What follows belongs to an exercise in optimizing a design on an open flow for small area, a short achievable clock period and few clock cycles per item; a production flow would make more cautious choices.
Only simulation tests tie the RTL to the original design; equivalence was not proved.

==> flow/design.v, too long to show whole: its modules and the start of the top module <==
// module csa_x2: 7 lines
// module csa_fa: 10 lines
// module csa_mj: 8 lines
// module csa_xn: 7 lines
// module pfx_n: 11 lines
// module pfx_p: 11 lines
// module hisel: 13 lines
// module omux3: 11 lines
// module mul_tree: 1411 lines
// module round_add: 446 lines
// module ieee754_mul_arb: 248 lines
module ieee754_mul_arb (
  input  logic        clk,
  input  logic        rst_n,
  input  logic        req0_valid,
  input  logic [31:0] req0_a,
  input  logic [31:0] req0_b,
  output logic        req0_ready,
  input  logic        req1_valid,
  input  logic [31:0] req1_a,
  input  logic [31:0] req1_b,
  output logic        req1_ready,
  output logic        rsp_valid,
  input  logic        rsp_ready,
  output logic        rsp_id,
  output logic [31:0] rsp_s,
  output logic        rsp_ovf,
  output logic        rsp_unf
);
  // ...
==> flow/flow/run.sh <==
#!/bin/bash
# The standard layout (standard.sh) with changes to how it is made, not to what it must meet
# (the clock and constraints are the design's):
#  - timing repair aims at a setup slack of SETUP_SLACK_MARGIN ns instead of the default;
#  - the buffers that every port gets are buf_1 cells instead of the default delay buffers;
#  - clock tree synthesis builds the tree from clkbuf_4 cells (clkbuf_16 at the root) and adds
#    no dummy loads.
# standard.sh's output goes to standard.log here; each ORFS step logs to orfs/logs/.
set -euo pipefail
export SETUP_SLACK_MARGIN=7.0
export BUFFER_PORTS_ARGS="-buffer_cell sky130_fd_sc_hd__buf_1"
export CTS_ARGS="-sink_clustering_enable -repair_clock_nets -dont_use_dummy_load -root_buf sky130_fd_sc_hd__clkbuf_16 -buf_list sky130_fd_sc_hd__clkbuf_4"
bash standard.sh > standard.log 2>&1
==> flow/standard.sh <==
#!/bin/bash
# synth_recipe.tcl (not shown) runs the flow's synth.tcl, then flattens the netlist and writes it again
# the make line also repeats each setting of config.mk as NAME=value (left out here)
make -C /OpenROAD-flow-scripts/flow DESIGN_CONFIG=/design/flow/config.mk WORK_HOME=/design/flow/orfs CLKGATE_MAP_FILE= SYNTH_SCRIPT=/design/flow/synth_recipe.tcl "${@:-finish}"
==> flow/config.mk <==
export PLATFORM = sky130hd
export DESIGN_NAME = ieee754_mul_arb
export DESIGN_NICKNAME = ieee754_mul_arb
export VERILOG_FILES = /design/flow/design.v
export SDC_FILE = /design/flow/constraint.sdc
export NUM_CORES = 4
export LEC_CHECK = 0
export CAP_MARGIN = 20
export CORE_MARGIN = 2
export CORE_UTILIZATION = 65
export PLACE_DENSITY = 0.78
export SLEW_MARGIN = 20
export SYNTH_HIERARCHICAL = 1
==> flow/constraint.sdc <==
create_clock -name core_clock -period 10.5 [get_ports {clk}]
set_input_delay 2.1000 -clock core_clock [delete_from_list [all_inputs] [get_ports {clk}]]
set_output_delay 2.1000 -clock core_clock [all_outputs]
set_load 0.01 [all_outputs]
==> summary.txt, run 1 <==
Status -> no timing/DRC/antenna violations
Ant diodes -> 0
Hold-critical path depth -> 0
Largest class -> multi-input gates
Rows -> 76
CTS Sinks -> 249
Met2 WL post-DR -> 36500 um
Largest net degree at the start of global routing -> 79
Placed Area -> 28700 um2
FF-to-FF End -> sk_q[29]
Top flop regs -> r0_q: 38 flops, r1_q: 38 flops
CP Buf/Inv Count -> 3
R2R Setup Slk -> 7080 ps
Worst R2R Start -> r1_q[25]
Synthesis Warnings -> 7
RSZ-0062 raised after global routing -> yes
CP Depth -> 14
M1 GR Usage -> 42.3%
CP required -> 10780 ps
Clk tree area frac -> 2.19%
Vias per inst -> 6.35
Initial antenna violation count -> 0
Worst rel slew slack -> 18.4%
Synthesized cell area -> 28600 um2
Multi-input gate count -> 2274
Testbench counts, summed over its fixed seeds: cycles 4,120, items 4,096.
==> run 2, diff against run 1 <==
--- a/flow/design.v
+++ b/flow/design.v
@@ -595,116 +595,86 @@
   csa_x2 u_s108 (.a(p108), .b(pp6_21), .y(s108));
   csa_mj u_c109 (.a(ppn4), .b(pp5_23), .c(pp6_21), .y(c109));
   wire s110, c111;
   csa_x2 u_s110 (.a(pp0_10), .b(pp1_8), .y(s110));
   assign c111 = pp0_10 & pp1_8;
   wire s112, c113;
   csa_x2 u_s112 (.a(pp0_11), .b(pp1_9), .y(s112));
   assign c113 = pp0_11 & pp1_9;
-  wire s114, c115, p114;
-  csa_x2 u_p114 (.a(pp0_12), .b(pp1_10), .y(p114));
-  csa_x2 u_s114 (.a(p114), .b(pp2_8), .y(s114));
-  csa_mj u_c115 (.a(pp0_12), .b(pp1_10), .c(pp2_8), .y(c115));
+  wire s114, c115;
+  csa_fa u_s114 (.a(pp0_12), .b(pp1_10), .c(pp2_8), .s(s114), .co(c115));
   wire s116, c117;
   csa_x2 u_s116 (.a(pp3_6), .b(pp4_4), .y(s116));
   assign c117 = pp3_6 & pp4_4;
-  wire s118, c119, p118;
-  csa_x2 u_p118 (.a(pp0_13), .b(pp1_11), .y(p118));
-  csa_x2 u_s118 (.a(p118), .b(pp2_9), .y(s118));
-  csa_mj u_c119 (.a(pp0_13), .b(pp1_11), .c(pp2_9), .y(c119));
+  wire s118, c119;
+  csa_fa u_s118 (.a(pp0_13), .b(pp1_11), .c(pp2_9), .s(s118), .co(c119));
   wire s120, c121;
   csa_x2 u_s120 (.a(pp3_7), .b(pp4_5), .y(s120));
   assign c121 = pp3_7 & pp4_5;
-  wire s122, c123, p122;
-  csa_x2 u_p122 (.a(pp0_14), .b(pp1_12), .y(p122));
-  csa_x2 u_s122 (.a(p122), .b(pp2_10), .y(s122));
-  csa_mj u_c123 (.a(pp0_14), .b(pp1_12), .c(pp2_10), .y(c123));
-  wire s124, c125, p124;
-  csa_x2 u_p124 (.a(pp3_8), .b(pp4_6), .y(p124));
-  csa_x2 u_s124 (.a(p124), .b(pp5_4), .y(s124));
-  csa_mj u_c125 (.a(pp3_8), .b(pp4_6), .c(pp5_4), .y(c125));
+  wire s122, c123;
+  csa_fa u_s122 (.a(pp0_14), .b(pp1_12), .c(pp2_10), .s(s122), .co(c123));
+  wire s124, c125;
+  csa_fa u_s124 (.a(pp3_8), .b(pp4_6), .c(pp5_4), .s(s124), .co(c125));
   wire s126, c127;
   csa_x2 u_s126 (.a(pp6_2), .b(pp7_0), .y(s126));
   assign c127 = pp6_2 & pp7_0;
-  wire s128, c129, p128;
-  csa_x2 u_p128 (.a(pp0_15), .b(pp1_13), .y(p128));
-  csa_x2 u_s128 (.a(p128), .b(pp2_11), .y(s128));
-  csa_mj u_c129 (.a(pp0_15), .b(pp1_13), .c(pp2_11), .y(c129));
-  wire s130, c131, p130;
-  csa_x2 u_p130 (.a(pp3_9), .b(pp4_7), .y(p130));
-  csa_x2 u_s130 (.a(p130), .b(pp5_5), .y(s130));
-  csa_mj u_c131 (.a(pp3_9), .b(pp4_7), .c(pp5_5), .y(c131));
+  wire s128, c129;
+  csa_fa u_s128 (.a(pp0_15), .b(pp1_13), .c(pp2_11), .s(s128), .co(c129));
+  wire s130, c131;
+  csa_fa u_s130 (.a(pp3_9), .b(pp4_7), .c(pp5_5), .s(s130), .co(c131));
   wire s132, c133;
   csa_x2 u_s132 (.a(pp6_3), .b(pp7_1), .y(s132));
   assign c133 = pp6_3 & pp7_1;
-  wire s134, c135, p134;
-  csa_x2 u_p134 (.a(pp2_12), .b(pp3_10), .y(p134));
-  csa_x2 u_s134 (.a(p134), .b(pp4_8), .y(s134));
-  csa_mj u_c135 (.a(pp2_12), .b(pp3_10), .c(pp4_8), .y(c135));
-  wire s136, c137, p136;
-  csa_x2 u_p136 (.a(pp5_6), .b(pp6_4), .y(p136));
-  csa_x2 u_s136 (.a(p136), .b(pp7_2), .y(s136));
-  csa_mj u_c137 (.a(pp5_6), .b(pp6_4), .c(pp7_2), .y(c137));
+  wire s134, c135;
+  csa_fa u_s134 (.a(pp2_12), .b(pp3_10), .c(pp4_8), .s(s134), .co(c135));
+  wire s136, c137;
+  csa_fa u_s136 (.a(pp5_6), .b(pp6_4), .c(pp7_2), .s(s136), .co(c137));
   wire s138, c139, p138;
   csa_x2 u_p138 (.a(pp8_0), .b(bneg[8]), .y(p138));
   csa_x2 u_s138 (.a(p138), .b(s14), .y(s138));
   csa_mj u_c139 (.a(pp8_0), .b(bneg[8]), .c(s14), .y(c139));
-  wire s140, c141, p140;
-  csa_x2 u_p140 (.a(pp2_13), .b(pp3_11), .y(p140));
-  csa_x2 u_s140 (.a(p140), .b(pp4_9), .y(s140));
-  csa_mj u_c141 (.a(pp2_13), .b(pp3_11), .c(pp4_9), .y(c141));
-  wire s142, c143, p142;
-  csa_x2 u_p142 (.a(pp5_7), .b(pp6_5), .y(p142));
-  csa_x2 u_s142 (.a(p142), .b(pp7_3), .y(s142));
-  csa_mj u_c143 (.a(pp5_7), .b(pp6_5), .c(pp7_3), .y(c143));
+  wire s140, c141;
+  csa_fa u_s140 (.a(pp2_13), .b(pp3_11), .c(pp4_9), .s(s140), .co(c141));
+  wire s142, c143;
+  csa_fa u_s142 (.a(pp5_7), .b(pp6_5), .c(pp7_3), .s(s142), .co(c143));
   wire s144, c145, p144;
   csa_x2 u_p144 (.a(pp8_1), .b(s16), .y(p144));
   csa_x2 u_s144 (.a(p144), .b(c15), .y(s144));
   csa_mj u_c145 (.a(pp8_1), .b(s16), .c(c15), .y(c145));
-  wire s146, c147, p146;
-  csa_x2 u_p146 (.a(pp5_8), .b(pp6_6), .y(p146));
-  csa_x2 u_s146 (.a(p146), .b(pp7_4), .y(s146));
-  csa_mj u_c147 (.a(pp5_8), .b(pp6_6), .c(pp7_4), .y(c147));
-  wire s148, c149, p148;
-  csa_x2 u_p148 (.a(pp8_2), .b(pp9_0), .y(p148));
-  csa_x2 u_s148 (.a(p148), .b(bneg[9]), .y(s148));
-  csa_mj u_c149 (.a(pp8_2), .b(pp9_0), .c(bneg[9]), .y(c149));
+  wire s146, c147;
+  csa_fa u_s146 (.a(pp5_8), .b(pp6_6), .c(pp7_4), .s(s146), .co(c147));
+  wire s148, c149;
+  csa_fa u_s148 (.a(pp8_2), .b(pp9_0), .c(bneg[9]), .s(s148), .co(c149));
   wire s150, c151, p150;
   csa_x2 u_p150 (.a(s20), .b(c17), .y(p150));
   csa_x2 u_s150 (.a(p150), .b(s18), .y(s150));
   csa_mj u_c151 (.a(s20), .b(c17), .c(s18), .y(c151));
-  wire s152, c153, p152;
-  csa_x2 u_p152 (.a(pp5_9), .b(pp6_7), .y(p152));
-  csa_x2 u_s152 (.a(p152), .b(pp7_5), .y(s152));
-  csa_mj u_c153 (.a(pp5_9), .b(pp6_7), .c(pp7_5), .y(c153));
+  wire s152, c153;
+  csa_fa u_s152 (.a(pp5_9), .b(pp6_7), .c(pp7_5), .s(s152), .co(c153));
   wire s154, c155, p154;
   csa_x2 u_p154 (.a(pp8_3), .b(pp9_1), .y(p154));
   csa_x2 u_s154 (.a(p154), .b(s24), .y(s154));
   csa_mj u_c155 (.a(pp8_3), .b(pp9_1), .c(s24), .y(c155));
   wire s156, c157, p156;
   csa_x2 u_p156 (.a(c21), .b(c19), .y(p156));
   csa_x2 u_s156 (.a(p156), .b(s22), .y(s156));
   csa_mj u_c157 (.a(c21), .b(c19), .c(s22), .y(c157));
-  wire s158, c159, p158;
-  csa_x2 u_p158 (.a(pp8_4), .b(pp9_2), .y(p158));
-  csa_x2 u_s158 (.a(p158), .b(pp10_0), .y(s158));
-  csa_mj u_c159 (.a(pp8_4), .b(pp9_2), .c(pp10_0), .y(c159));
+  wire s158, c159;
+  csa_fa u_s158 (.a(pp8_4), .b(pp9_2), .c(pp10_0), .s(s158), .co(c159));
   wire s160, c161, p160;
   csa_x2 u_p160 (.a(bneg[10]), .b(s30), .y(p160));
   csa_x2 u_s160 (.a(p160), .b(c25), .y(s160));
   csa_mj u_c161 (.a(bneg[10]), .b(s30), .c(c25), .y(c161));
   wire s162, c163, p162;
   csa_x2 u_p162 (.a(c23), .b(s26), .y(p162));
   csa_x2 u_s162 (.a(p162), .b(s28), .y(s162));
   csa_mj u_c163 (.a(c23), .b(s26), .c(s28), .y(c163));
-  wire s164, c165, p164;
-  csa_x2 u_p164 (.a(pp8_5), .b(pp9_3), .y(p164));
-  csa_x2 u_s164 (.a(p164), .b(pp10_1), .y(s164));
-  csa_mj u_c165 (.a(pp8_5), .b(pp9_3), .c(pp10_1), .y(c165));
+  wire s164, c165;
+  csa_fa u_s164 (.a(pp8_5), .b(pp9_3), .c(pp10_1), .s(s164), .co(c165));
   wire s166, c167, p166;
   csa_x2 u_p166 (.a(s36), .b(c31), .y(p166));
   csa_x2 u_s166 (.a(p166), .b(c27), .y(s166));
   csa_mj u_c167 (.a(s36), .b(c31), .c(c27), .y(c167));
   wire s168, c169, p168;
   csa_x2 u_p168 (.a(c29), .b(s32), .y(p168));
   csa_x2 u_s168 (.a(p168), .b(s34), .y(s168));
   csa_mj u_c169 (.a(c29), .b(s32), .c(s34), .y(c169));
@@ -787,124 +757,88 @@
   wire s208, c209, p208;
   csa_x2 u_p208 (.a(c81), .b(c83), .y(p208));
   csa_x2 u_s208 (.a(p208), .b(c85), .y(s208));
   csa_mj u_c209 (.a(c81), .b(c83), .c(c85), .y(c209));
   wire s210, c211, p210;
   csa_x2 u_p210 (.a(s86), .b(s88), .y(p210));
   csa_x2 u_s210 (.a(p210), .b(s90), .y(s210));
   csa_mj u_c211 (.a(s86), .b(s88), .c(s90), .y(c211));
-  wire s212, c213, p212;
-  csa_x2 u_p212 (.a(pp11_7), .b(ma[5]), .y(p212));
-  csa_x2 u_s212 (.a(p212), .b(ma[4]), .y(s212));
-  csa_mj u_c213 (.a(pp11_7), .b(ma[5]), .c(ma[4]), .y(c213));
+  wire s212, c213;
+  csa_fa u_s212 (.a(pp11_7), .b(ma[5]), .c(ma[4]), .s(s212), .co(c213));
   wire s214, c215, p214;
   csa_x2 u_p214 (.a(c87), .b(c89), .y(p214));
   csa_x2 u_s214 (.a(p214), .b(c91), .y(s214));
   csa_mj u_c215 (.a(c87), .b(c89), .c(c91), .y(c215));
   wire s216, c217, p216;
   csa_x2 u_p216 (.a(s92), .b(s94), .y(p216));
   csa_x2 u_s216 (.a(p216), .b(s96), .y(s216));
   csa_mj u_c217 (.a(s92), .b(s94), .c(s96), .y(c217));
-  wire s218, c219, p218;
-  csa_x2 u_p218 (.a(pp9_12), .b(pp10_10), .y(p218));
-  csa_x2 u_s218 (.a(p218), .b(pp11_8), .y(s218));
-  csa_mj u_c219 (.a(pp9_12), .b(pp10_10), .c(pp11_8), .y(c219));
+  wire s218, c219;
+  csa_fa u_s218 (.a(pp9_12), .b(pp10_10), .c(pp11_8), .s(s218), .co(c219));
   wire s220, c221, p220;
   csa_x2 u_p220 (.a(k4), .b(c93), .y(p220));
   csa_x2 u_s220 (.a(p220), .b(c95), .y(s220));
   csa_mj u_c221 (.a(k4), .b(c93), .c(c95), .y(c221));
   wire s222, c223, p222;
   csa_x2 u_p222 (.a(c97), .b(s98), .y(p222));
   csa_x2 u_s222 (.a(p222), .b(s100), .y(s222));
   csa_mj u_c223 (.a(c97), .b(s98), .c(s100), .y(c223));
-  wire s224, c225, p224;
-  csa_x2 u_p224 (.a(pp9_13), .b(pp10_11), .y(p224));
-  csa_x2 u_s224 (.a(p224), .b(pp11_9), .y(s224));
-  csa_mj u_c225 (.a(pp9_13), .b(pp10_11), .c(pp11_9), .y(c225));
+  wire s224, c225;
+  csa_fa u_s224 (.a(pp9_13), .b(pp10_11), .c(pp11_9), .s(s224), .co(c225));
   wire s226, c227, p226;
   csa_x2 u_p226 (.a(ma[7]), .b(ma[6]), .y(p226));
   csa_x2 u_s226 (.a(p226), .b(c99), .y(s226));
   csa_mj u_c227 (.a(ma[7]), .b(ma[6]), .c(c99), .y(c227));
   wire s228, c229, p228;
   csa_x2 u_p228 (.a(c101), .b(s102), .y(p228));
   csa_x2 u_s228 (.a(p228), .b(s104), .y(s228));
   csa_mj u_c229 (.a(c101), .b(s102), .c(s104), .y(c229));
-  wire s230, c231, p230;
-  csa_x2 u_p230 (.a(pp7_18), .b(pp8_16), .y(p230));
-  csa_x2 u_s230 (.a(p230), .b(pp9_14), .y(s230));
-  csa_mj u_c231 (.a(pp7_18), .b(pp8_16), .c(pp9_14), .y(c231));
-  wire s232, c233, p232;
-  csa_x2 u_p232 (.a(pp10_12), .b(pp11_10), .y(p232));
-  csa_x2 u_s232 (.a(p232), .b(k5), .y(s232));
-  csa_mj u_c233 (.a(pp10_12), .b(pp11_10), .c(k5), .y(c233));
+  wire s230, c231;
+  csa_fa u_s230 (.a(pp7_18), .b(pp8_16), .c(pp9_14), .s(s230), .co(c231));
+  wire s232, c233;
+  csa_fa u_s232 (.a(pp10_12), .b(pp11_10), .c(k5), .s(s232), .co(c233));
   wire s234, c235, p234;
   csa_x2 u_p234 (.a(c103), .b(c105), .y(p234));
   csa_x2 u_s234 (.a(p234), .b(s106), .y(s234));
   csa_mj u_c235 (.a(c103), .b(c105), .c(s106), .y(c235));
-  wire s236, c237, p236;
-  csa_x2 u_p236 (.a(pp7_19), .b(pp8_17), .y(p236));
-  csa_x2 u_s236 (.a(p236), .b(pp9_15), .y(s236));
-  csa_mj u_c237 (.a(pp7_19), .b(pp8_17), .c(pp9_15), .y(c237));
-  wire s238, c239, p238;
-  csa_x2 u_p238 (.a(pp10_13), .b(pp11_11), .y(p238));
-  csa_x2 u_s238 (.a(p238), .b(ma[9]), .y(s238));
-  csa_mj u_c239 (.a(pp10_13), .b(pp11_11), .c(ma[9]), .y(c239));
+  wire s236, c237;
+  csa_fa u_s236 (.a(pp7_19), .b(pp8_17), .c(pp9_15), .s(s236), .co(c237));
+  wire s238, c239;
+  csa_fa u_s238 (.a(pp10_13), .b(pp11_11), .c(ma[9]), .s(s238), .co(c239));
   wire s240, c241, p240;
   csa_x2 u_p240 (.a(ma[8]), .b(c107), .y(p240));
   csa_x2 u_s240 (.a(p240), .b(s108), .y(s240));
   csa_mj u_c241 (.a(ma[8]), .b(c107), .c(s108), .y(c241));
-  wire s242, c243, p242;
-  csa_x2 u_p242 (.a(pp5_24), .b(pp6_22), .y(p242));
-  csa_x2 u_s242 (.a(p242), .b(pp7_20), .y(s242));
-  csa_mj u_c243 (.a(pp5_24), .b(pp6_22), .c(pp7_20), .y(c243));
-  wire s244, c245, p244;
-  csa_x2 u_p244 (.a(pp8_18), .b(pp9_16), .y(p244));
-  csa_x2 u_s244 (.a(p244), .b(pp10_14), .y(s244));
-  csa_mj u_c245 (.a(pp8_18), .b(pp9_16), .c(pp10_14), .y(c245));
+  wire s242, c243;
+  csa_fa u_s242 (.a(pp5_24), .b(pp6_22), .c(pp7_20), .s(s242), .co(c243));
+  wire s244, c245;
+  csa_fa u_s244 (.a(pp8_18), .b(pp9_16), .c(pp10_14), .s(s244), .co(c245));
   wire s246, c247, p246;
   csa_x2 u_p246 (.a(pp11_12), .b(k6), .y(p246));
   csa_x2 u_s246 (.a(p246), .b(c109), .y(s246));
   csa_mj u_c247 (.a(pp11_12), .b(k6), .c(c109), .y(c247));
-  wire s248, c249, p248;
-  csa_x2 u_p248 (.a(ppn5), .b(pp6_23), .y(p248));
-  csa_x2 u_s248 (.a(p248), .b(pp7_21), .y(s248));
-  csa_mj u_c249 (.a(ppn5), .b(pp6_23), .c(pp7_21), .y(c249));
-  wire s250, c251, p250;
-  csa_x2 u_p250 (.a(pp8_19), .b(pp9_17), .y(p250));
-  csa_x2 u_s250 (.a(p250), .b(pp10_15), .y(s250));
-  csa_mj u_c251 (.a(pp8_19), .b(pp9_17), .c(pp10_15), .y(c251));
-  wire s252, c253, p252;
-  csa_x2 u_p252 (.a(pp11_13), .b(ma[11]), .y(p252));
-  csa_x2 u_s252 (.a(p252), .b(ma[10]), .y(s252));
-  csa_mj u_c253 (.a(pp11_13), .b(ma[11]), .c(ma[10]), .y(c253));
-  wire s254, c255, p254;
-  csa_x2 u_p254 (.a(pp6_24), .b(pp7_22), .y(p254));
-  csa_x2 u_s254 (.a(p254), .b(pp8_20), .y(s254));
-  csa_mj u_c255 (.a(pp6_24), .b(pp7_22), .c(pp8_20), .y(c255));
-  wire s256, c257, p256;
-  csa_x2 u_p256 (.a(pp9_18), .b(pp10_16), .y(p256));
-  csa_x2 u_s256 (.a(p256), .b(pp11_14), .y(s256));
-  csa_mj u_c257 (.a(pp9_18), .b(pp10_16), .c(pp11_14), .y(c257));
-  wire s258, c259, p258;
-  csa_x2 u_p258 (.a(ppn6), .b(pp7_23), .y(p258));
-  csa_x2 u_s258 (.a(p258), .b(pp8_21), .y(s258));
-  csa_mj u_c259 (.a(ppn6), .b(pp7_23), .c(pp8_21), .y(c259));
-  wire s260, c261, p260;
-  csa_x2 u_p260 (.a(pp9_19), .b(pp10_17), .y(p260));
-  csa_x2 u_s260 (.a(p260), .b(pp11_15), .y(s260));
-  csa_mj u_c261 (.a(pp9_19), .b(pp10_17), .c(pp11_15), .y(c261));
-  wire s262, c263, p262;
-  csa_x2 u_p262 (.a(pp7_24), .b(pp8_22), .y(p262));
-  csa_x2 u_s262 (.a(p262), .b(pp9_20), .y(s262));
-  csa_mj u_c263 (.a(pp7_24), .b(pp8_22), .c(pp9_20), .y(c263));
-  wire s264, c265, p264;
-  csa_x2 u_p264 (.a(ppn7), .b(pp8_23), .y(p264));
-  csa_x2 u_s264 (.a(p264), .b(pp9_21), .y(s264));
-  csa_mj u_c265 (.a(ppn7), .b(pp8_23), .c(pp9_21), .y(c265));
+  wire s248, c249;
+  csa_fa u_s248 (.a(ppn5), .b(pp6_23), .c(pp7_21), .s(s248), .co(c249));
+  wire s250, c251;
+  csa_fa u_s250 (.a(pp8_19), .b(pp9_17), .c(pp10_15), .s(s250), .co(c251));
+  wire s252, c253;
+  csa_fa u_s252 (.a(pp11_13), .b(ma[11]), .c(ma[10]), .s(s252), .co(c253));
+  wire s254, c255;
+  csa_fa u_s254 (.a(pp6_24), .b(pp7_22), .c(pp8_20), .s(s254), .co(c255));
+  wire s256, c257;
+  csa_fa u_s256 (.a(pp9_18), .b(pp10_16), .c(pp11_14), .s(s256), .co(c257));
+  wire s258, c259;
+  csa_fa u_s258 (.a(ppn6), .b(pp7_23), .c(pp8_21), .s(s258), .co(c259));
+  wire s260, c261;
+  csa_fa u_s260 (.a(pp9_19), .b(pp10_17), .c(pp11_15), .s(s260), .co(c261));
+  wire s262, c263;
+  csa_fa u_s262 (.a(pp7_24), .b(pp8_22), .c(pp9_20), .s(s262), .co(c263));
+  wire s264, c265;
+  csa_fa u_s264 (.a(ppn7), .b(pp8_23), .c(pp9_21), .s(s264), .co(c265));
   wire s266, c267;
   csa_x2 u_s266 (.a(pp0_6), .b(pp1_4), .y(s266));
   assign c267 = pp0_6 & pp1_4;
   wire s268, c269;
   csa_x2 u_s268 (.a(pp0_7), .b(pp1_5), .y(s268));
   assign c269 = pp0_7 & pp1_5;
   wire s270, c271, p270;
   csa_x2 u_p270 (.a(pp0_8), .b(pp1_6), .y(p270));
@@ -927,72 +861,54 @@
   wire s284, c285;
   csa_fa u_s284 (.a(pp5_1), .b(s112), .c(c111), .s(s284), .co(c285));
   wire s286, c287;
   csa_fa u_s286 (.a(pp5_2), .b(pp6_0), .c(bneg[6]), .s(s286), .co(c287));
   wire s288, c289;
   csa_fa u_s288 (.a(s116), .b(c113), .c(s114), .s(s288), .co(c289));
   wire s290, c291;
   csa_fa u_s290 (.a(pp5_3), .b(pp6_1), .c(s120), .s(s290), .co(c291));
-  wire s292, c293, p292;
-  csa_x2 u_p292 (.a(c117), .b(c115), .y(p292));
-  csa_x2 u_s292 (.a(p292), .b(s118), .y(s292));
-  csa_mj u_c293 (.a(c117), .b(c115), .c(s118), .y(c293));
+  wire s292, c293;
+  csa_fa u_s292 (.a(c117), .b(c115), .c(s118), .s(s292), .co(c293));
   wire s294, c295;
   csa_fa u_s294 (.a(bneg[7]), .b(s126), .c(c121), .s(s294), .co(c295));
-  wire s296, c297, p296;
-  csa_x2 u_p296 (.a(c119), .b(s122), .y(p296));
-  csa_x2 u_s296 (.a(p296), .b(s124), .y(s296));
-  csa_mj u_c297 (.a(c119), .b(s122), .c(s124), .y(c297));
-  wire s298, c299, p298;
-  csa_x2 u_p298 (.a(s132), .b(c127), .y(p298));
-  csa_x2 u_s298 (.a(p298), .b(c123), .y(s298));
-  csa_mj u_c299 (.a(s132), .b(c127), .c(c123), .y(c299));
-  wire s300, c301, p300;
-  csa_x2 u_p300 (.a(c125), .b(s128), .y(p300));
-  csa_x2 u_s300 (.a(p300), .b(s130), .y(s300));
-  csa_mj u_c301 (.a(c125), .b(s128), .c(s130), .y(c301));
-  wire s302, c303, p302;
-  csa_x2 u_p302 (.a(c133), .b(c129), .y(p302));
-  csa_x2 u_s302 (.a(p302), .b(c131), .y(s302));
-  csa_mj u_c303 (.a(c133), .b(c129), .c(c131), .y(c303));
+  wire s296, c297;
+  csa_fa u_s296 (.a(c119), .b(s122), .c(s124), .s(s296), .co(c297));
+  wire s298, c299;
+  csa_fa u_s298 (.a(s132), .b(c127), .c(c123), .s(s298), .co(c299));
+  wire s300, c301;
+  csa_fa u_s300 (.a(c125), .b(s128), .c(s130), .s(s300), .co(c301));
+  wire s302, c303;
+  csa_fa u_s302 (.a(c133), .b(c129), .c(c131), .s(s302), .co(c303));
   wire s304, c305, p304;
   csa_x2 u_p304 (.a(s134), .b(s136), .y(p304));
   csa_x2 u_s304 (.a(p304), .b(s138), .y(s304));
   csa_mj u_c305 (.a(s134), .b(s136), .c(s138), .y(c305));
-  wire s306, c307, p306;
-  csa_x2 u_p306 (.a(c135), .b(c137), .y(p306));
-  csa_x2 u_s306 (.a(p306), .b(s140), .y(s306));
-  csa_mj u_c307 (.a(c135), .b(c137), .c(s140), .y(c307));
+  wire s306, c307;
+  csa_fa u_s306 (.a(c135), .b(c137), .c(s140), .s(s306), .co(c307));
   wire s308, c309;
   csa_fa u_s308 (.a(s142), .b(c139), .c(s144), .s(s308), .co(c309));
-  wire s310, c311, p310;
-  csa_x2 u_p310 (.a(c141), .b(c143), .y(p310));
-  csa_x2 u_s310 (.a(p310), .b(s146), .y(s310));
-  csa_mj u_c311 (.a(c141), .b(c143), .c(s146), .y(c311));
+  wire s310, c311;
+  csa_fa u_s310 (.a(c141), .b(c143), .c(s146), .s(s310), .co(c311));
   wire s312, c313, p312;
   csa_x2 u_p312 (.a(s148), .b(c145), .y(p312));
   csa_x2 u_s312 (.a(p312), .b(s150), .y(s312));
   csa_mj u_c313 (.a(s148), .b(c145), .c(s150), .y(c313));
-  wire s314, c315, p314;
-  csa_x2 u_p314 (.a(c147), .b(c149), .y(p314));
-  csa_x2 u_s314 (.a(p314), .b(s152), .y(s314));
-  csa_mj u_c315 (.a(c147), .b(c149), .c(s152), .y(c315));
+  wire s314, c315;
+  csa_fa u_s314 (.a(c147), .b(c149), .c(s152), .s(s314), .co(c315));
   wire s316, c317, p316;
   csa_x2 u_p316 (.a(s154), .b(s156), .y(p316));
   csa_x2 u_s316 (.a(p316), .b(c151), .y(s316));
   csa_mj u_c317 (.a(s154), .b(s156), .c(c151), .y(c317));
   wire s318, c319, p318;
   csa_x2 u_p318 (.a(c153), .b(s158), .y(p318));
   csa_x2 u_s318 (.a(p318), .b(c155), .y(s318));
   csa_mj u_c319 (.a(c153), .b(s158), .c(c155), .y(c319));
-  wire s320, c321, p320;
-  csa_x2 u_p320 (.a(s160), .b(c157), .y(p320));
-  csa_x2 u_s320 (.a(p320), .b(s162), .y(s320));
-  csa_mj u_c321 (.a(s160), .b(c157), .c(s162), .y(c321));
+  wire s320, c321;
+  csa_fa u_s320 (.a(s160), .b(c157), .c(s162), .s(s320), .co(c321));
   wire s322, c323, p322;
   csa_x2 u_p322 (.a(c159), .b(s164), .y(p322));
   csa_x2 u_s322 (.a(p322), .b(c161), .y(s322));
   csa_mj u_c323 (.a(c159), .b(s164), .c(c161), .y(c323));
   wire s324, c325, p324;
   csa_x2 u_p324 (.a(s166), .b(c163), .y(p324));
   csa_x2 u_s324 (.a(p324), .b(s168), .y(s324));
   csa_mj u_c325 (.a(s166), .b(c163), .c(s168), .y(c325));
@@ -1071,130 +987,96 @@
   wire s362, c363, p362;
   csa_x2 u_p362 (.a(c219), .b(s224), .y(p362));
   csa_x2 u_s362 (.a(p362), .b(s226), .y(s362));
   csa_mj u_c363 (.a(c219), .b(s224), .c(s226), .y(c363));
   wire s364, c365, p364;
   csa_x2 u_p364 (.a(c221), .b(c223), .y(p364));
   csa_x2 u_s364 (.a(p364), .b(s228), .y(s364));
   csa_mj u_c365 (.a(c221), .b(c223), .c(s228), .y(c365));
-  wire s366, c367, p366;
-  csa_x2 u_p366 (.a(c225), .b(s230), .y(p366));
-  csa_x2 u_s366 (.a(p366), .b(s232), .y(s366));
-  csa_mj u_c367 (.a(c225), .b(s230), .c(s232), .y(c367));
+  wire s366, c367;
+  csa_fa u_s366 (.a(c225), .b(s230), .c(s232), .s(s366), .co(c367));
   wire s368, c369, p368;
   csa_x2 u_p368 (.a(c227), .b(s234), .y(p368));
   csa_x2 u_s368 (.a(p368), .b(c229), .y(s368));
   csa_mj u_c369 (.a(c227), .b(s234), .c(c229), .y(c369));
-  wire s370, c371, p370;
-  csa_x2 u_p370 (.a(c231), .b(c233), .y(p370));
-  csa_x2 u_s370 (.a(p370), .b(s236), .y(s370));
-  csa_mj u_c371 (.a(c231), .b(c233), .c(s236), .y(c371));
-  wire s372, c373, p372;
-  csa_x2 u_p372 (.a(s238), .b(s240), .y(p372));
-  csa_x2 u_s372 (.a(p372), .b(c235), .y(s372));
-  csa_mj u_c373 (.a(s238), .b(s240), .c(c235), .y(c373));
-  wire s374, c375, p374;
-  csa_x2 u_p374 (.a(c237), .b(c239), .y(p374));
-  csa_x2 u_s374 (.a(p374), .b(s242), .y(s374));
-  csa_mj u_c375 (.a(c237), .b(c239), .c(s242), .y(c375));
+  wire s370, c371;
+  csa_fa u_s370 (.a(c231), .b(c233), .c(s236), .s(s370), .co(c371));
+  wire s372, c373;
+  csa_fa u_s372 (.a(s238), .b(s240), .c(c235), .s(s372), .co(c373));
+  wire s374, c375;
+  csa_fa u_s374 (.a(c237), .b(c239), .c(s242), .s(s374), .co(c375));
   wire s376, c377, p376;
   csa_x2 u_p376 (.a(s244), .b(s246), .y(p376));
   csa_x2 u_s376 (.a(p376), .b(c241), .y(s376));
   csa_mj u_c377 (.a(s244), .b(s246), .c(c241), .y(c377));
-  wire s378, c379, p378;
-  csa_x2 u_p378 (.a(c243), .b(c245), .y(p378));
-  csa_x2 u_s378 (.a(p378), .b(s248), .y(s378));
-  csa_mj u_c379 (.a(c243), .b(c245), .c(s248), .y(c379));
+  wire s378, c379;
+  csa_fa u_s378 (.a(c243), .b(c245), .c(s248), .s(s378), .co(c379));
   wire s380, c381, p380;
   csa_x2 u_p380 (.a(s250), .b(s252), .y(p380));
   csa_x2 u_s380 (.a(p380), .b(c247), .y(s380));
   csa_mj u_c381 (.a(s250), .b(s252), .c(c247), .y(c381));
-  wire s382, c383, p382;
-  csa_x2 u_p382 (.a(k7), .b(c249), .y(p382));
-  csa_x2 u_s382 (.a(p382), .b(c251), .y(s382));
-  csa_mj u_c383 (.a(k7), .b(c249), .c(c251), .y(c383));
-  wire s384, c385, p384;
-  csa_x2 u_p384 (.a(c253), .b(s254), .y(p384));
-  csa_x2 u_s384 (.a(p384), .b(s256), .y(s384));
-  csa_mj u_c385 (.a(c253), .b(s254), .c(s256), .y(c385));
-  wire s386, c387, p386;
-  csa_x2 u_p386 (.a(ma[13]), .b(ma[12]), .y(p386));
-  csa_x2 u_s386 (.a(p386), .b(c255), .y(s386));
-  csa_mj u_c387 (.a(ma[13]), .b(ma[12]), .c(c255), .y(c387));
+  wire s382, c383;
+  csa_fa u_s382 (.a(k7), .b(c249), .c(c251), .s(s382), .co(c383));
+  wire s384, c385;
+  csa_fa u_s384 (.a(c253), .b(s254), .c(s256), .s(s384), .co(c385));
+  wire s386, c387;
+  csa_fa u_s386 (.a(ma[13]), .b(ma[12]), .c(c255), .s(s386), .co(c387));
   wire s388, c389;
   csa_fa u_s388 (.a(c257), .b(s258), .c(s260), .s(s388), .co(c389));
   wire s390, c391;
   csa_fa u_s390 (.a(pp10_18), .b(pp11_16), .c(k8), .s(s390), .co(c391));
-  wire s392, c393, p392;
-  csa_x2 u_p392 (.a(c259), .b(c261), .y(p392));
-  csa_x2 u_s392 (.a(p392), .b(s262), .y(s392));
-  csa_mj u_c393 (.a(c259), .b(c261), .c(s262), .y(c393));
+  wire s392, c393;
+  csa_fa u_s392 (.a(c259), .b(c261), .c(s262), .s(s392), .co(c393));
   wire s394, c395;
   csa_fa u_s394 (.a(pp10_19), .b(pp11_17), .c(ma[15]), .s(s394), .co(c395));
-  wire s396, c397, p396;
-  csa_x2 u_p396 (.a(ma[14]), .b(c263), .y(p396));
-  csa_x2 u_s396 (.a(p396), .b(s264), .y(s396));
-  csa_mj u_c397 (.a(ma[14]), .b(c263), .c(s264), .y(c397));
+  wire s396, c397;
+  csa_fa u_s396 (.a(ma[14]), .b(c263), .c(s264), .s(s396), .co(c397));
   wire s398, c399;
   csa_fa u_s398 (.a(pp8_24), .b(pp9_22), .c(pp10_20), .s(s398), .co(c399));
-  wire s400, c401, p400;
-  csa_x2 u_p400 (.a(pp11_18), .b(k9), .y(p400));
-  csa_x2 u_s400 (.a(p400), .b(c265), .y(s400));
-  csa_mj u_c401 (.a(pp11_18), .b(k9), .c(c265), .y(c401));
+  wire s400, c401;
+  csa_fa u_s400 (.a(pp11_18), .b(k9), .c(c265), .s(s400), .co(c401));
   wire s402, c403;
   csa_fa u_s402 (.a(ppn8), .b(pp9_23), .c(pp10_21), .s(s402), .co(c403));
   wire s404, c405;
   csa_fa u_s404 (.a(pp11_19), .b(ma[17]), .c(ma[16]), .s(s404), .co(c405));
   wire s406, c407;
   csa_fa u_s406 (.a(pp9_24), .b(pp10_22), .c(pp11_20), .s(s406), .co(c407));
   wire s408, c409;
   csa_fa u_s408 (.a(ppn9), .b(pp10_23), .c(pp11_21), .s(s408), .co(c409));
   wire s410, c411;
   csa_x2 u_s410 (.a(pp0_4), .b(pp1_2), .y(s410));
   assign c411 = pp0_4 & pp1_2;
   wire s412, c413;
   csa_x2 u_s412 (.a(pp0_5), .b(pp1_3), .y(s412));
   assign c413 = pp0_5 & pp1_3;
   wire s414, c415;
   csa_fa u_s414 (.a(pp2_2), .b(pp3_0), .c(bneg[3]), .s(s414), .co(c415));
-  wire s416, c417, p416;
-  csa_x2 u_p416 (.a(pp2_3), .b(pp3_1), .y(p416));
-  csa_x2 u_s416 (.a(p416), .b(s268), .y(s416));
-  csa_mj u_c417 (.a(pp2_3), .b(pp3_1), .c(s268), .y(c417));
-  wire s418, c419, p418;
-  csa_x2 u_p418 (.a(bneg[4]), .b(s272), .y(p418));
-  csa_x2 u_s418 (.a(p418), .b(c269), .y(s418));
-  csa_mj u_c419 (.a(bneg[4]), .b(s272), .c(c269), .y(c419));
+  wire s416, c417;
+  csa_fa u_s416 (.a(pp2_3), .b(pp3_1), .c(s268), .s(s416), .co(c417));
+  wire s418, c419;
+  csa_fa u_s418 (.a(bneg[4]), .b(s272), .c(c269), .s(s418), .co(c419));
   wire s420, c421, p420;
   csa_x2 u_p420 (.a(s276), .b(c273), .y(p420));
   csa_x2 u_s420 (.a(p420), .b(c271), .y(s420));
   csa_mj u_c421 (.a(s276), .b(c273), .c(c271), .y(c421));
   wire s422, c423;
   csa_fa u_s422 (.a(c277), .b(c275), .c(s278), .s(s422), .co(c423));
   wire s424, c425;
   csa_fa u_s424 (.a(c279), .b(s282), .c(c281), .s(s424), .co(c425));
   wire s426, c427;
   csa_fa u_s426 (.a(c283), .b(s286), .c(c285), .s(s426), .co(c427));
-  wire s428, c429, p428;
-  csa_x2 u_p428 (.a(c287), .b(s290), .y(p428));
-  csa_x2 u_s428 (.a(p428), .b(s292), .y(s428));
-  csa_mj u_c429 (.a(c287), .b(s290), .c(s292), .y(c429));
-  wire s430, c431, p430;
-  csa_x2 u_p430 (.a(c291), .b(s294), .y(p430));
-  csa_x2 u_s430 (.a(p430), .b(c293), .y(s430));
-  csa_mj u_c431 (.a(c291), .b(s294), .c(c293), .y(c431));
-  wire s432, c433, p432;
-  csa_x2 u_p432 (.a(c295), .b(s298), .y(p432));
-  csa_x2 u_s432 (.a(p432), .b(c297), .y(s432));
-  csa_mj u_c433 (.a(c295), .b(s298), .c(c297), .y(c433));
-  wire s434, c435, p434;
-  csa_x2 u_p434 (.a(c299), .b(s302), .y(p434));
-  csa_x2 u_s434 (.a(p434), .b(c301), .y(s434));
-  csa_mj u_c435 (.a(c299), .b(s302), .c(c301), .y(c435));
+  wire s428, c429;
+  csa_fa u_s428 (.a(c287), .b(s290), .c(s292), .s(s428), .co(c429));
+  wire s430, c431;
+  csa_fa u_s430 (.a(c291), .b(s294), .c(c293), .s(s430), .co(c431));
+  wire s432, c433;
+  csa_fa u_s432 (.a(c295), .b(s298), .c(c297), .s(s432), .co(c433));
+  wire s434, c435;
+  csa_fa u_s434 (.a(c299), .b(s302), .c(c301), .s(s434), .co(c435));
   wire s436, c437, p436;
   csa_x2 u_p436 (.a(c303), .b(s306), .y(p436));
   csa_x2 u_s436 (.a(p436), .b(c305), .y(s436));
   csa_mj u_c437 (.a(c303), .b(s306), .c(c305), .y(c437));
   wire s438, c439, p438;
   csa_x2 u_p438 (.a(s310), .b(c307), .y(p438));
   csa_x2 u_s438 (.a(p438), .b(s312), .y(s438));
   csa_mj u_c439 (.a(s310), .b(c307), .c(s312), .y(c439));
@@ -1261,36 +1143,26 @@
   wire s470, c471, p470;
   csa_x2 u_p470 (.a(s374), .b(c371), .y(p470));
   csa_x2 u_s470 (.a(p470), .b(s376), .y(s470));
   csa_mj u_c471 (.a(s374), .b(c371), .c(s376), .y(c471));
   wire s472, c473, p472;
   csa_x2 u_p472 (.a(s378), .b(c375), .y(p472));
   csa_x2 u_s472 (.a(p472), .b(s380), .y(s472));
   csa_mj u_c473 (.a(s378), .b(c375), .c(s380), .y(c473));
-  wire s474, c475, p474;
-  csa_x2 u_p474 (.a(s382), .b(c379), .y(p474));
-  csa_x2 u_s474 (.a(p474), .b(s384), .y(s474));
-  csa_mj u_c475 (.a(s382), .b(c379), .c(s384), .y(c475));
-  wire s476, c477, p476;
-  csa_x2 u_p476 (.a(s386), .b(c383), .y(p476));
-  csa_x2 u_s476 (.a(p476), .b(c385), .y(s476));
-  csa_mj u_c477 (.a(s386), .b(c383), .c(c385), .y(c477));
-  wire s478, c479, p478;
-  csa_x2 u_p478 (.a(s390), .b(c387), .y(p478));
-  csa_x2 u_s478 (.a(p478), .b(s392), .y(s478));
-  csa_mj u_c479 (.a(s390), .b(c387), .c(s392), .y(c479));
-  wire s480, c481, p480;
-  csa_x2 u_p480 (.a(c391), .b(s394), .y(p480));
-  csa_x2 u_s480 (.a(p480), .b(s396), .y(s480));
-  csa_mj u_c481 (.a(c391), .b(s394), .c(s396), .y(c481));
-  wire s482, c483, p482;
-  csa_x2 u_p482 (.a(c395), .b(s398), .y(p482));
-  csa_x2 u_s482 (.a(p482), .b(s400), .y(s482));
-  csa_mj u_c483 (.a(c395), .b(s398), .c(s400), .y(c483));
+  wire s474, c475;
+  csa_fa u_s474 (.a(s382), .b(c379), .c(s384), .s(s474), .co(c475));
+  wire s476, c477;
+  csa_fa u_s476 (.a(s386), .b(c383), .c(c385), .s(s476), .co(c477));
+  wire s478, c479;
+  csa_fa u_s478 (.a(s390), .b(c387), .c(s392), .s(s478), .co(c479));
+  wire s480, c481;
+  csa_fa u_s480 (.a(c391), .b(s394), .c(s396), .s(s480), .co(c481));
+  wire s482, c483;
+  csa_fa u_s482 (.a(c395), .b(s398), .c(s400), .s(s482), .co(c483));
   wire s484, c485;
   csa_fa u_s484 (.a(c399), .b(s402), .c(s404), .s(s484), .co(c485));
   wire s486, c487;
   csa_fa u_s486 (.a(k10), .b(c403), .c(c405), .s(s486), .co(c487));
   wire s488, c489;
   csa_fa u_s488 (.a(ma[19]), .b(ma[18]), .c(c407), .s(s488), .co(c489));
   wire s490, c491;
   csa_fa u_s490 (.a(pp10_24), .b(pp11_22), .c(k11), .s(s490), .co(c491));
@@ -1303,50 +1175,38 @@
   csa_x2 u_s496 (.a(pp0_3), .b(pp1_1), .y(s496));
   assign c497 = pp0_3 & pp1_1;
   wire s498, c499;
   csa_fa u_s498 (.a(pp2_0), .b(bneg[2]), .c(s410), .s(s498), .co(c499));
   wire s500, c501;
   csa_fa u_s500 (.a(pp2_1), .b(s412), .c(c411), .s(s500), .co(c501));
   wire s502, c503;
   csa_fa u_s502 (.a(s266), .b(c413), .c(s414), .s(s502), .co(c503));
-  wire s504, c505, p504;
-  csa_x2 u_p504 (.a(c267), .b(c415), .y(p504));
-  csa_x2 u_s504 (.a(p504), .b(s416), .y(s504));
-  csa_mj u_c505 (.a(c267), .b(c415), .c(s416), .y(c505));
-  wire s506, c507, p506;
-  csa_x2 u_p506 (.a(s270), .b(c417), .y(p506));
-  csa_x2 u_s506 (.a(p506), .b(s418), .y(s506));
-  csa_mj u_c507 (.a(s270), .b(c417), .c(s418), .y(c507));
+  wire s504, c505;
+  csa_fa u_s504 (.a(c267), .b(c415), .c(s416), .s(s504), .co(c505));
+  wire s506, c507;
+  csa_fa u_s506 (.a(s270), .b(c417), .c(s418), .s(s506), .co(c507));
   wire s508, c509, p508;
   csa_x2 u_p508 (.a(s274), .b(c419), .y(p508));
   csa_x2 u_s508 (.a(p508), .b(s420), .y(s508));
   csa_mj u_c509 (.a(s274), .b(c419), .c(s420), .y(c509));
   wire s510, c511;
   csa_fa u_s510 (.a(s280), .b(c421), .c(s422), .s(s510), .co(c511));
   wire s512, c513;
   csa_fa u_s512 (.a(s284), .b(c423), .c(s424), .s(s512), .co(c513));
   wire s514, c515;
   csa_fa u_s514 (.a(s288), .b(s426), .c(c425), .s(s514), .co(c515));
-  wire s516, c517, p516;
-  csa_x2 u_p516 (.a(c289), .b(c427), .y(p516));
-  csa_x2 u_s516 (.a(p516), .b(s428), .y(s516));
-  csa_mj u_c517 (.a(c289), .b(c427), .c(s428), .y(c517));
-  wire s518, c519, p518;
-  csa_x2 u_p518 (.a(s296), .b(s430), .y(p518));
-  csa_x2 u_s518 (.a(p518), .b(c429), .y(s518));
-  csa_mj u_c519 (.a(s296), .b(s430), .c(c429), .y(c519));
-  wire s520, c521, p520;
-  csa_x2 u_p520 (.a(s300), .b(s432), .y(p520));
-  csa_x2 u_s520 (.a(p520), .b(c431), .y(s520));
-  csa_mj u_c521 (.a(s300), .b(s432), .c(c431), .y(c521));
-  wire s522, c523, p522;
-  csa_x2 u_p522 (.a(s304), .b(c433), .y(p522));
-  csa_x2 u_s522 (.a(p522), .b(s434), .y(s522));
-  csa_mj u_c523 (.a(s304), .b(c433), .c(s434), .y(c523));
+  wire s516, c517;
+  csa_fa u_s516 (.a(c289), .b(c427), .c(s428), .s(s516), .co(c517));
+  wire s518, c519;
+  csa_fa u_s518 (.a(s296), .b(s430), .c(c429), .s(s518), .co(c519));
+  wire s520, c521;
+  csa_fa u_s520 (.a(s300), .b(s432), .c(c431), .s(s520), .co(c521));
+  wire s522, c523;
+  csa_fa u_s522 (.a(s304), .b(c433), .c(s434), .s(s522), .co(c523));
   wire s524, c525, p524;
   csa_x2 u_p524 (.a(s308), .b(c435), .y(p524));
   csa_x2 u_s524 (.a(p524), .b(s436), .y(s524));
   csa_mj u_c525 (.a(s308), .b(c435), .c(s436), .y(c525));
   wire s526, c527, p526;
   csa_x2 u_p526 (.a(c309), .b(c437), .y(p526));
   csa_x2 u_s526 (.a(p526), .b(s438), .y(s526));
   csa_mj u_c527 (.a(c309), .b(c437), .c(s438), .y(c527));
@@ -1417,32 +1277,24 @@
   wire s560, c561, p560;
   csa_x2 u_p560 (.a(c377), .b(s472), .y(p560));
   csa_x2 u_s560 (.a(p560), .b(c471), .y(s560));
   csa_mj u_c561 (.a(c377), .b(s472), .c(c471), .y(c561));
   wire s562, c563, p562;
   csa_x2 u_p562 (.a(c381), .b(s474), .y(p562));
   csa_x2 u_s562 (.a(p562), .b(c473), .y(s562));
   csa_mj u_c563 (.a(c381), .b(s474), .c(c473), .y(c563));
-  wire s564, c565, p564;
-  csa_x2 u_p564 (.a(s388), .b(s476), .y(p564));
-  csa_x2 u_s564 (.a(p564), .b(c475), .y(s564));
-  csa_mj u_c565 (.a(s388), .b(s476), .c(c475), .y(c565));
-  wire s566, c567, p566;
-  csa_x2 u_p566 (.a(c389), .b(s478), .y(p566));
-  csa_x2 u_s566 (.a(p566), .b(c477), .y(s566));
-  csa_mj u_c567 (.a(c389), .b(s478), .c(c477), .y(c567));
-  wire s568, c569, p568;
-  csa_x2 u_p568 (.a(c393), .b(s480), .y(p568));
-  csa_x2 u_s568 (.a(p568), .b(c479), .y(s568));
-  csa_mj u_c569 (.a(c393), .b(s480), .c(c479), .y(c569));
-  wire s570, c571, p570;
-  csa_x2 u_p570 (.a(c397), .b(s482), .y(p570));
-  csa_x2 u_s570 (.a(p570), .b(c481), .y(s570));
-  csa_mj u_c571 (.a(c397), .b(s482), .c(c481), .y(c571));
+  wire s564, c565;
+  csa_fa u_s564 (.a(s388), .b(s476), .c(c475), .s(s564), .co(c565));
+  wire s566, c567;
+  csa_fa u_s566 (.a(c389), .b(s478), .c(c477), .s(s566), .co(c567));
+  wire s568, c569;
+  csa_fa u_s568 (.a(c393), .b(s480), .c(c479), .s(s568), .co(c569));
+  wire s570, c571;
+  csa_fa u_s570 (.a(c397), .b(s482), .c(c481), .s(s570), .co(c571));
   wire s572, c573;
   csa_fa u_s572 (.a(c401), .b(s484), .c(c483), .s(s572), .co(c573));
   wire s574, c575;
   csa_fa u_s574 (.a(s406), .b(s486), .c(c485), .s(s574), .co(c575));
   wire s576, c577;
   csa_fa u_s576 (.a(s408), .b(s488), .c(c487), .s(s576), .co(c577));
   wire s578, c579;
   csa_fa u_s578 (.a(c409), .b(s490), .c(c489), .s(s578), .co(c579));
==> flow/config.mk (replaced) <==
export PLATFORM = sky130hd
export DESIGN_NAME = ieee754_mul_arb
export DESIGN_NICKNAME = ieee754_mul_arb
export VERILOG_FILES = /design/flow/design.v
export SDC_FILE = /design/flow/constraint.sdc
export NUM_CORES = 4
export LEC_CHECK = 0
export CAP_MARGIN = 20
export CORE_MARGIN = 2
export CORE_UTILIZATION = 55
export PLACE_DENSITY = 0.72
export SLEW_MARGIN = 20
export SYNTH_HIERARCHICAL = 1
==> summary.txt, run 2 <==
Drt wl/cell -> 21.3 um
Rows -> 82 (+7.9%)
Max Clock Skew -> 56.4 ps
Cell family with most CP delay -> XOR/XNOR gates
Area growth syn-to-layout -> 7.86%
Final period util -> 32.5%
CTS Root Cell -> clkbuf_16
Final setup vio count -> 0
Initial DRC count -> 2242
Worst setup path category -> reg -> reg
Hold buffers post-CTS -> 0
CP Buf/Inv Count -> 1 (-2)
Share of cells above drive strength 1 -> 19.8%
Largest net degree at the start of global routing -> 79 (unchanged)
Filler cells -> 4122
Arr. time, crit path -> 3690 ps
Avg Inst Size Synth -> 10.1 um2
H-tree Lvls -> 3
Initial antenna violation count -> 1 (+1)
DRC viols -> 0
Via count -> 21475
GRT overflow -> 0
Worst setup SP type -> flip-flop
Mapped Cells -> 2753
Final nets -> 3132
Most common cell after layout, fill and taps aside -> xor2_1
Vias per inst -> 6.09 (-4.1%)
Detailed placer's ending HPWL -> 48900 um
Crit path top cell by count -> xor2_1
Slew Limit Fails -> 0
Routed WL -> 75200 um
TritonRoute pass-1 iters -> 9
Top flop regs -> r0_q: 38 flops, r1_q: 38 flops
CP max FO -> 28
Die Width -> 229 um
Die area -> 52600 um2
Clock buffer depth -> 3
Setup TNS -> 0 ps
Synthesized cell area -> 27900 um2 (-2.3%)
I/O pins -> 171
Synthesis Warnings -> 7 (unchanged)
Later-pin clock latency in the skew report -> 560 ps
# Max-Cap Violations -> 0
Initial core utilization -> 55.6%
Slowest-stage cell, CP -> buf_4
Vias in the first global route -> 21769
CTS Sinks -> 249 (unchanged)
Routability cong. -> 0.917
Port Buffers -> 170
Worst Tran Pin Value -> 1030 ps
Max Clk Rate -> 293 MHz
Final ANT Viol Nets -> 0
Hold Crit Class -> reg -> reg
RSZ-0062 raised after global routing -> no
Crit-path max cell delay -> 380 ps
Reg clk slew, reported paths -> 60 ps
First-pass GRT wire length -> 117000 um
Core area -> 50200 um2
Ant diodes -> 0 (unchanged)
CTS Buf Count -> 70
Die Span Y -> 229 um
CP endpoint kind -> flip-flop
Final Hold Viols -> 0
Worst rel slew slack -> 30.3% (+12 points)
CP required -> 10780 ps (about the same)
Status -> no timing/DRC/antenna violations
CTS tree -> yes
Minimum clock period -> 3410 ps
Global Route Usage Sum -> 27.9%
Most frequent cells in the layout -> 401 x xor2_1, 332 x xnor2_1, 276 x a22oi_1
Crit path cell chain -> buf_4 > a22oi_1 > xnor2_1 > xor2_1 > xor2_1 > maj3_2 > xor2_1 > xor2_1 > xor2_1 > xor2_1 > xor2_1
==> run 2: layout make-up <==
type / count / area, um2 / share of cell area [%]
Timing Repair Buffer: 309 / 2030 / 6.74
Tap cell: 672 / 841 / 2.79
Clock buffer: 70 / 683 / 2.27
Inverter: 99 / 372 / 1.23
Multi-Input combinational cell: 2126 / 18800 / 62.3
Sequential cell: 249 / 7440 / 24.7
==> run 2: stage by stage <==
stage                     util, %  setup WS [ps]  hold slack [ps]  cell area [um2]  cells
final                        60.0           7090              428            30100   3525
after global routing         60.0           6960              447            30100   3525
after CTS                    58.2           7010              427            29200   3458
after detailed placement     56.1           6480              405            28100   3358
after global placement       56.1           6580              406            28100   3358
after floorplan                 -           6940              400            28000   2762
==> run 2: worst paths after layout <==
path,slack (ps),startpoint,depth (start not counted),endpoint
min reg2reg,430,id1_q,0,id2_q
min,430,id1_q,0,id2_q
max reg2reg,7090,one1_q[7],11,r0_q[31]
max,7090,one1_q[7],11,r0_q[31]
max in group asynchronous,8740,rst_n,1,turn_q
min in group asynchronous,1430,rst_n,1,v1_q
==> run 2: timing repair <==
item                       in CTS  in global routing
gates cloned                    0                  2
setup endpoints to repair     123                112
gates resized for setup        12                 37
pin swaps                       2                 12
setup buffers                  30                 62
==> run 2: routing by layer <==
metal	up-vias	share of wire (%)	global-route usage (%)
li1	9748	-	-
met1	10319	40	36.1
met2	1183	46	44.4
met3	225	8.8	5.27
met4	0	4.3	15.1
met5	-	0	0
Testbench counts of run 2, summed over its fixed seeds: cycles 4,120, items 4,096.
==> run 3, diff against run 2 <==
==> flow/flow/run.sh (replaced) <==
#!/bin/bash
# The standard layout (standard.sh) with changes to how it is made, not to what it must meet
# (the clock and constraints are the design's):
#  - timing repair aims at a setup slack of SETUP_SLACK_MARGIN ns instead of the default;
#  - the buffers that every port gets are buf_2 cells instead of the default delay buffers;
#  - clock tree synthesis builds the tree from clkbuf_8 cells (clkbuf_16 at the root) and adds
#    no dummy loads.
# standard.sh's output goes to standard.log here; each ORFS step logs to orfs/logs/.
set -euo pipefail
export SETUP_SLACK_MARGIN=6.95
export BUFFER_PORTS_ARGS="-buffer_cell sky130_fd_sc_hd__buf_2"
export CTS_ARGS="-sink_clustering_enable -repair_clock_nets -dont_use_dummy_load -root_buf sky130_fd_sc_hd__clkbuf_16 -buf_list sky130_fd_sc_hd__clkbuf_8"
bash standard.sh > standard.log 2>&1
==> summary.txt, run 3 <==
Final setup vio count -> 0 (unchanged)
Slew Limit Fails -> 0 (unchanged)
Later-pin clock latency in the skew report -> 530 ps (-30 ps)
Synthesized cell area -> 27900 um2 (unchanged)
CP required -> 10760 ps (-20 ps)
R2R cell count -> 11 (unchanged)
Core area -> 50200 um2 (unchanged)
Final period util -> 32.4% (-0.065 points)
Initial DRC count -> 2327 (+3.8%)
Drt wl/cell -> 21.4 um (+0.20%)
Most common cell after layout, fill and taps aside -> xor2_1
Hold worst-path end -> id2_q
Final Core Density -> 59.9% (-0.12 points)
Hold buffers post-CTS -> 0 (unchanged)
R2R Setup Slk -> 7100 ps (about the same)
Final nets -> 3081 (-1.6%)
Via count -> 21126 (-1.6%)
Max Clk Rate -> 294 MHz (+0.20%)
Vias per inst -> 6.08 (-0.18%)
Die area -> 52600 um2 (unchanged)
First-pass GRT wire length -> 116000 um (-0.73%)
Worst Tran Pin Value -> 1060 ps (+31.3 ps)
Worst setup SP type -> flip-flop
TritonRoute pass-1 iters -> 10 (+1)
CTS Sinks -> 249 (unchanged)
Post-Layout Cell Count -> 3474 (-1.4%)
Worst setup path category -> reg -> reg
I/O pins -> 171 (unchanged)
FF-to-FF End -> r0_q[31]
HP Start -> id1_q
Port Buffers -> 170 (unchanged)
Reg clk slew, reported paths -> 60 ps (about the same)
# Max-Cap Violations -> 0 (unchanged)
Status -> no timing/DRC/antenna violations
Share of cells above drive strength 1 -> 24.3% (+4.5 points)
Minimum clock period -> 3400 ps (-6.79 ps)
Worst R2R Start -> a1_q[17]
Largest net degree at the start of global routing -> 79 (unchanged)
Avg Inst Size Synth -> 10.1 um2 (unchanged)
Clock buffer depth -> 3 (unchanged)
Final ANT Viol Nets -> 0 (unchanged)
Hold Crit Class -> reg -> reg
Mapped Cells -> 2753 (unchanged)
Die Span Y -> 229 um (unchanged)
Most frequent cells in the layout -> 402 x xor2_1, 332 x xnor2_1, 276 x a22oi_1
Ant diodes -> 0 (unchanged)
RSZ-0062 raised after global routing -> yes
Routed WL -> 74300 um (-1.3%)
CTS tree -> yes
Initial antenna violation count -> 1 (unchanged)
Arr. time, crit path -> 3660 ps (-30 ps)
GRT overflow -> 0 (unchanged)
Worst rel slew slack -> 28.2% (-2.1 points)
Die Width -> 229 um (unchanged)
DRC viols -> 0 (unchanged)
CTS Buf Count -> 42 (-40%)
Final Hold Viols -> 0 (unchanged)
Cells after DPL -> 3358 (unchanged)
Routability cong. -> 0.896 (-2.3%)
Detailed placer's ending HPWL -> 48600 um (-0.51%)
Area growth syn-to-layout -> 7.64%
Setup TNS -> 0 ps (unchanged)
Rows -> 82 (unchanged)
Top flop regs -> r0_q: 38 flops, r1_q: 38 flops
Hold-critical path depth -> 0 (unchanged)
Global Route Usage Sum -> 27.5% (-0.42 points)
H-tree Lvls -> 2 (-1)
Initial core utilization -> 55.6% (unchanged)
CP max FO -> 27 (-3.6%)
Vias in the first global route -> 21219 (-2.5%)
Synthesis Warnings -> 7 (unchanged)
CP endpoint kind -> flip-flop
CTS Root Cell -> clkbuf_16
Max Clock Skew -> 59.0 ps (+2.66 ps)
run 3: cell type report:
type | count | area [um2]
fillers | 4128 | 20100
multi-input cells | 2125 | 18700
flip-flops and latches | 249 | 7440
repair buffers | 287 | 2070
well taps | 672 | 841
clock buffers | 42 | 634
inverters | 99 | 372
run 3: what timing repair did:
| item | in CTS | in global routing |
|---|---|---|
| setup endpoints to repair | 104 | 111 |
| pin swaps | 1 | 8 |
| resized for setup | 10 | 25 |
| cloned | 0 | 1 |
| setup buffers | 23 | 47 |
run 3: worst max-delay path, stage by stage (launching register included):
cell and delay, ps:
edfxtp_1 330, buf_4 370, a22oi_1 180, xnor2_1 270, xor2_1 220, xor2_1 330
maj3_2 310, xor2_1 200, xor2_1 340, xor2_1 300, xor2_1 200, xor2_1 80
run 3: worst max path at each step:
stage,start,endpoint,depth (start not counted)
5_1_grt,a1_q[20],r1_q[26],11
4_1_cts,r1_q[25],sk_q[27],14
6_report,a1_q[17],r0_q[31],11
3_3_place_gp,r0_q[22],out_q[23],11
2_1_floorplan,rsp_ready,rdy1_q,8
3_5_place_dp,r0_q[22],out_q[27],11
run 3: through the flow:
stage               hold WS [ps]  area, um2  worst slack (ps)
finish                       407      30100              7100
floorplan                    400      28000              6940
global placement             410      28300              6570
detailed placement           411      28300              6440
global route                 430      30100              6950
CTS                          416      29300              6950
run 3: metal layers:
metal,up-vias,GRT usage [%],part of all wire (%)
li1,9644,-,-
met1,10146,35.9,41
met2,1095,44.1,46
met3,239,5.85,9.2
met4,2,12.0,4.3
met5,-,0,0.018
==> run 4, diff against run 3 <==
--- a/flow/flow/run.sh
+++ b/flow/flow/run.sh
@@ -7,7 +7,7 @@
 #    no dummy loads.
 # standard.sh's output goes to standard.log here; each ORFS step logs to orfs/logs/.
 set -euo pipefail
-export SETUP_SLACK_MARGIN=6.95
+export SETUP_SLACK_MARGIN=7.0
 export BUFFER_PORTS_ARGS="-buffer_cell sky130_fd_sc_hd__buf_2"
 export CTS_ARGS="-sink_clustering_enable -repair_clock_nets -dont_use_dummy_load -root_buf sky130_fd_sc_hd__clkbuf_16 -buf_list sky130_fd_sc_hd__clkbuf_8"
 bash standard.sh > standard.log 2>&1
--- a/flow/config.mk
+++ b/flow/config.mk
@@ -8,6 +8,7 @@
 export CAP_MARGIN = 20
 export CORE_MARGIN = 2
 export CORE_UTILIZATION = 55
+export GPL_ROUTABILITY_DRIVEN = 0
 export PLACE_DENSITY = 0.72
 export SLEW_MARGIN = 20
 export SYNTH_HIERARCHICAL = 1
==> summary.txt, run 4 <==
Share of cells above drive strength 1 -> 25.2% (+0.97 points)
R2R Setup Slk -> 7080 ps (-20 ps)
Ant diodes -> 0 (unchanged)
Post-Layout Cell Count -> 3501 (+0.78%)
Final Hold Viols -> 0 (unchanged)
# Max-Cap Violations -> 0 (unchanged)
Hold worst-path end -> id2_q
Worst setup path category -> reg -> reg
Setup TNS -> 0 ps (unchanged)
DRC viols -> 0 (unchanged)
Worst R2R Start -> r1_q[44]
Clock buffer depth -> 3 (unchanged)
FF-to-FF End -> out_q[30]
Initial core utilization -> 55.6% (unchanged)
CP max FO -> 5 (-81%)
Met1 wire length -> 30000 um (-1.0%)
Minimum clock period -> 3420 ps (+22.6 ps)
Avg Inst Size Synth -> 10.1 um2 (unchanged)
Uppermost layer routed -> met5
Met2 WL post-DR -> 34700 um (+2.2%)
Die Span Y -> 229 um (unchanged)
Final setup vio count -> 0 (unchanged)
Status -> no timing/DRC/antenna violations
CTS tree -> yes
Synthesis Warnings -> 7 (unchanged)
Worst setup SP type -> flip-flop
CP endpoint kind -> flip-flop
Max Clk Rate -> 292 MHz (-0.66%)
CP required -> 10770 ps (about the same)
Synthesized cell area -> 27900 um2 (unchanged)
Max Clock Skew -> 56.7 ps (-2.31 ps)
Core area -> 50200 um2 (unchanged)
Via count -> 21636 (+2.4%)
Initial DRC count -> 2549 (+9.5%)
Cells after DPL -> 3357 (-0.030%)
Hold-critical path depth -> 0 (unchanged)
Vias per inst -> 6.18 (+1.6%)
Largest net degree at the start of global routing -> 79 (unchanged)
Most frequent cells in the layout -> 397 x xor2_1, 332 x xnor2_1, 276 x a22oi_1
Area growth syn-to-layout -> 9.00%
TritonRoute pass-1 iters -> 7 (-3)
First-pass GRT wire length -> 116000 um (+0.31%)
Worst rel slew slack -> 29.8% (+1.6 points)
I/O pins -> 171 (unchanged)
CTS Sinks -> 249 (unchanged)
GRT overflow -> 0 (unchanged)
Final period util -> 32.6% (+0.22 points)
Fin Hold WS -> 424 ps (+16.5 ps)
Hold Crit Class -> reg -> reg
Reg clk slew, reported paths -> 60 ps (about the same)
Worst Tran Pin Value -> 1040 ps (-19.2 ps)
Vias in the first global route -> 21674 (+2.1%)
Later-pin clock latency in the skew report -> 530 ps (about the same)
H-tree Lvls -> 2 (unchanged)
Slew Limit Fails -> 0 (unchanged)
RSZ-0062 raised after global routing -> yes
Drt wl/cell -> 21.5 um (+0.63%)
Detailed placer's ending HPWL -> 48400 um (-0.42%)
R2R cell count -> 14 (+3)
Final nets -> 3108 (+0.88%)
Top flop regs -> r0_q: 38 flops, r1_q: 38 flops
Port Buffers -> 170 (unchanged)
Die Width -> 229 um (unchanged)
Die area -> 52600 um2 (unchanged)
==> run 4: timing repair <==
action                                 in CTS  in global routing
setup endpoints to repair                 121                114
hold buffers                                0                  0
endpoints found under the hold margin       0                  0
gates resized for setup                    12                 40
buffers inserted                           40                 54
pin swaps                                   4                 17
gates cloned                                0                  3
==> run 4: critical path, stage by stage (launching register included) <==
cell and delay [ps]:
edfxtp_1 490, xor2_2 240, and3_1 240, a21oi_2 170, o21ai_2 100, a21oi_2 130, o21ai_2 90, a21oi_4 190
nand2_4 100, xor2_4 200, mux2_4 320, mux2i_4 260, nor2_2 140, a222oi_1 380, inv_1 110
==> run 4: final cells by class <==
class / count / area, um2
Clock buffer: 44 / 662
Multi-Input combinational cell: 2126 / 18800
Sequential cell: 249 / 7440
Fill cell: 4060 / 19700
Tap cell: 672 / 841
Timing Repair Buffer: 311 / 2320
Inverter: 99 / 372
==> run 4: routing by layer <==
layer | vias up | track usage, %
met5 | - | 0
met4 | 2 | 14.1
met3 | 250 | 5.25
met2 | 1258 | 44.2
met1 | 10439 | 35.9
li1 | 9687 | -
==> run 4: how the worst max path moves through the flow <==
stage                     startpoint        end  slack [ps]  cells after the start
final                       r1_q[44]  out_q[30]        7080                     14
after global routing        r1_q[44]   sk_q[25]        6920                     14
after CTS                  two1_q[8]   r0_q[25]        7000                     11
after detailed placement    r0_q[22]   sk_q[30]        6410                     11
after global placement      r0_q[22]  out_q[30]        6580                     11
after floorplan            rsp_ready     rdy1_q        6940                      8
==> run 4: per-stage QoR <==
step                util (%)  cell area (um2)  worst slack [ps]
floorplan                  -            28000              6940
global placement        56.5            28300              6580
detailed placement      56.5            28300              6410
CTS                     58.9            29500              7000
global route            60.7            30400              6920
finish                  60.7            30400              7080

[re-timing with driven ports]
No port has a modelled driver above. Below, the same layouts with a new extraction and two added sets of constraints. Step 1 assumes that a clkbuf_16 drives the clock port and a buf_2 every other input. Step 2 also shifts input and output timing later by t, the mid clock arrival at the registers, as if the neighbouring blocks saw the same clock. a / b / c = ideal ports / drivers / drivers and shift; a / b = the first two.
run	t, ns	slack for setup (ns)	worst data-port slew with drivers (ns)
run 1	0.593	7.081 / 7.081 / 6.747	0.05
run 2	0.589	7.092 / 7.092 / 6.774	0.05
run 3	0.555	7.099 / 7.099 / 6.723	0.04
run 4	0.565	7.076 / 7.076 / 6.670	0.04
After both steps setup and hold are still met in every run listed. For run 4, which loses most, drivers alone change the setup slack by 0.000 ns; drivers and shift together by -0.406 ns.
